This design comes from an exercise in tuning for small area, a short achievable clock period and few clock cycles per item on the open sky130 flow, not from production work. RTL that was checked went through simulation tests only; none was proved equivalent to the original. No activity file was given, so power comes from the tool's default toggle rates.

harbor:
Design muldiv_seq, start of the top module:
module muldiv_seq
#(
    parameter int unsigned XLEN       = 32,
    parameter int unsigned MUL_STAGES = 2
) (
    input  logic            clk,
    input  logic            rst_n,
    input  logic            req_valid,
    output logic            req_ready,
    input  logic [XLEN-1:0] a,
    input  logic [XLEN-1:0] b,
    input  logic [2:0]      funct3,
    input  logic            flush,
    output logic            resp_valid,
    input  logic            resp_ready,
    output logic [XLEN-1:0] res,
    output logic            busy
);
Size in the first run: ~1400 cells after synthesis, ~130 flip-flops, about 110 I/O pins, ~12000 um^2 of cells after synthesis.
clock: 10.5 ns
lec_check: 0
cap_margin: 20
core_margin: 2
core_utilization: 35
cts_buf_list: sky130_fd_sc_hd__clkbuf_4 sky130_fd_sc_hd__clkbuf_8
setup_slack_margin: 5
slew_margin: 20
standard.sh (not shown) runs the stock make flow with config.mk's settings and CLKGATE_MAP_FILE= SYNTH_SCRIPT=/design/flow/synth_recipe.tcl, a recipe that flattens the netlist after the stock synthesis.
==> flow/flow/run.sh <==
#!/bin/bash
# Standard ORFS layout; port buffers use the small sky130 buffer.
set -euo pipefail
sed 's/"\${@:-finish}"/BUFFER_PORTS_ARGS="-buffer_cell sky130_fd_sc_hd__buf_1" "${@:-finish}"/' standard.sh > standard_mod.sh
bash standard_mod.sh > flow_make.log 2>&1
## Diff of input files: pepper against harbor
- CTS_BUF_LIST: sky130_fd_sc_hd__clkbuf_4 sky130_fd_sc_hd__clkbuf_8 -> unset
==> flow/flow/run.sh <==
#!/bin/bash
# Standard ORFS layout, with timing repair aimed 6 ns below the clock period
# (the design's 10.5 ns clock and constraints are unchanged).
set -euo pipefail
sed 's/SETUP_SLACK_MARGIN=[0-9.]*/SETUP_SLACK_MARGIN=6/' standard.sh > standard_tight.sh
bash standard_tight.sh > flow_make.log 2>&1
Findings:
- Looking at maximum frequency across both flows, pepper is the stronger of the two, with harbor trailing.
- On critical path arrival, the lower figure sits with pepper, not harbor.
- Against harbor, pepper comes in about 7% higher on multi-input gate area in the final layout.
- Taking harbor as the reference, in pepper worst hold slack lower; routed wire length higher; post-route worst setup slack higher.
- Capture point of the worst path = HI_q[27]: harbor; capture point of the worst path = HI_q[19]: pepper
### pepper -> violet
==> flow/run.sh (new file) <==
#!/bin/bash
# synth_recipe.tcl (not shown) runs the flow's synth.tcl, then flattens the netlist and writes it again
# the make line also repeats each setting of config.mk as NAME=value (left out here)
make -C /OpenROAD-flow-scripts/flow DESIGN_CONFIG=/design/flow/config.mk WORK_HOME=/design/flow/orfs CLKGATE_MAP_FILE= SYNTH_SCRIPT=/design/flow/synth_recipe.tcl finish
removed: flow/flow/run.sh
removed: flow/standard.sh
Findings:
violet finished end to end and its layout was clean on timing, DRC and antenna. Note that the wire length of the first global-routing pass recorded for violet amounts to 0.948 times the value seen in pepper. Compared with pepper, violet shows non-clock buffering overhead in the final layout lower by 3.0 points. Max signed area change from the synthesized netlist to the final layout across pepper and violet: pepper. Diff pepper -> violet: share of cells above drive strength 1 went down, design area went down, routed wire length went down, total power went down.
No run of this note included a check of the RTL's function; only the layout flow was run.

## run 1
muldiv_seq, a different RTL version from the one above (not shown whole).
Size: roughly 130 flip-flops, roughly 110 I/O pins, ~10,000 um^2 of cells after synthesis.
export LEC_CHECK = 0
export CAP_MARGIN = 20
export CORE_MARGIN = 2
export CORE_UTILIZATION = 35
export CTS_BUF_LIST = sky130_fd_sc_hd__clkbuf_8
export SETUP_SLACK_MARGIN = 5
export SLEW_MARGIN = 20
create_clock -name core_clock -period 10.5 [get_ports {clk}]
==> flow/flow/run.sh <==
#!/bin/bash
# The standard ORFS layout (the standard.sh) with two changes in how the
# layout is made: ports are buffered with sky130_fd_sc_hd__buf_1, and timing repair aims
# 5.6 ns below the clock period. The 10.5 ns clock, I/O delays and loads in
# constraint.sdc are unchanged.
set -euo pipefail
sed -e 's/SETUP_SLACK_MARGIN=[0-9.]*/SETUP_SLACK_MARGIN=5.6/' \
    -e 's/"\${@:-finish}"/BUFFER_PORTS_ARGS="-buffer_cell sky130_fd_sc_hd__buf_1" "\${@:-finish}"/' \
    standard.sh > standard_mod.sh
bash standard_mod.sh > flow_make.log 2>&1
Testbench counts of run 1, summed over its fixed seeds: cycles 25,495, ops 2,400.
What run 2 does differently from run 1 at the input level:
diff --git a/flow/flow/run.sh b/flow/flow/run.sh
--- a/flow/flow/run.sh
+++ b/flow/flow/run.sh
@@ -4 +4 @@
-# 5.6 ns below the clock period. The 10.5 ns clock, I/O delays and loads in
+# 6 ns below the clock period. The 10.5 ns clock, I/O delays and loads in
@@ -7 +7 @@
-sed -e 's/SETUP_SLACK_MARGIN=[0-9.]*/SETUP_SLACK_MARGIN=5.6/' \
+sed -e 's/SETUP_SLACK_MARGIN=[0-9.]*/SETUP_SLACK_MARGIN=6/' \
--- outcome ---
A type of the worst setup path of flip-flop to flip-flop is what run 1 shows, while input port to output port belongs to run 2. Changes observed in run 2 relative to run 1: multi-input logic portion of the cell area closely matched the old numbers; register-to-register slack has increased. Compared with run 1, run 2 shows fmax higher by 9.5 MHz.
Modified inputs, run 3 compared to run 2
diff --git a/flow/flow/run.sh b/flow/flow/run.sh
--- a/flow/flow/run.sh
+++ b/flow/flow/run.sh
@@ -4 +4 @@
-# 6 ns below the clock period. The 10.5 ns clock, I/O delays and loads in
+# 5.8 ns below the clock period. The 10.5 ns clock, I/O delays and loads in
@@ -7 +7 @@
-sed -e 's/SETUP_SLACK_MARGIN=[0-9.]*/SETUP_SLACK_MARGIN=6/' \
+sed -e 's/SETUP_SLACK_MARGIN=[0-9.]*/SETUP_SLACK_MARGIN=5.8/' \
Going from run 2 to run 3, the wire length on met2 was found to have gone down by 710 um. Compared with run 2, run 3 ends up with less cell area. Between run 3 and run 2, detailed-route wire length on metal 1 is higher for run 3, run 2 comes in under that. Average wire length per cell after detail routing of run 3 falls short of that of run 2 slightly. Core utilization down 1.3 points in run 3 wrt run 2. Cells: run 3 has fewer instances than run 2. Of run 3 and run 2, the run reporting the lower global-route usage was run 3. Changes observed in run 3 relative to run 2: number of iterations in the first detailed-routing pass has decreased; arrival time of the worst setup path has increased; effective utilization at floorplan has remained practically unchanged. A cell with the biggest individual delay on the critical path of sky130_fd_sc_hd__buf_1 is what run 3 shows, while sky130_fd_sc_hd__buf_6 belongs to run 2.

-- port drivers added, routing unchanged --
No port has a modelled driver above. Below, the same layouts with a new extraction and two added sets of constraints. Step 1 assumes that a clkbuf_16 drives the clock port and a buf_2 every other input. Step 2 times the ports against the registers' clock, not the clock port: input delays grow and output delays shrink by t, the midpoint of the rising clock arrivals with the driver on. a / b / c = ideal ports / drivers / drivers and shift; a / b = the first two.
| run | t, ns | slack for setup (ns) | hold WS [ns] | latest minus earliest clock arrival (ns) | cell pins on the clock port's net |
|---|---|---|---|---|---|
| harbor | 0.526 | 5.306 / 5.306 / 5.306 | 0.555 / 0.555 / 0.555 | 0.018 / 0.018 | 1 |
| pepper | 0.482 | 5.781 / 5.781 / 5.651 | 0.523 / 0.523 / 0.523 | 0.007 / 0.007 | 1 |
| violet | 0.483 | 5.201 / 5.180 / 5.180 | 0.528 / 0.528 / 0.528 | 0.009 / 0.009 | 1 |
| run 1 | 0.518 | 5.832 / 5.832 / 5.832 | 0.497 / 0.497 / 0.497 | 0.018 / 0.017 | 1 |
| run 2 | 0.508 | 6.030 / 5.995 / 5.995 | 0.485 / 0.485 / 0.485 | 0.015 / 0.015 | 1 |
| run 3 | 0.510 | 5.961 / 5.940 / 5.940 | 0.493 / 0.493 / 0.493 | 0.015 / 0.015 | 1 |
After both steps every run listed still meets setup and hold. The setup slack of pepper, which loses most, moves by 0.000 ns with the drivers and by -0.130 ns with both steps.
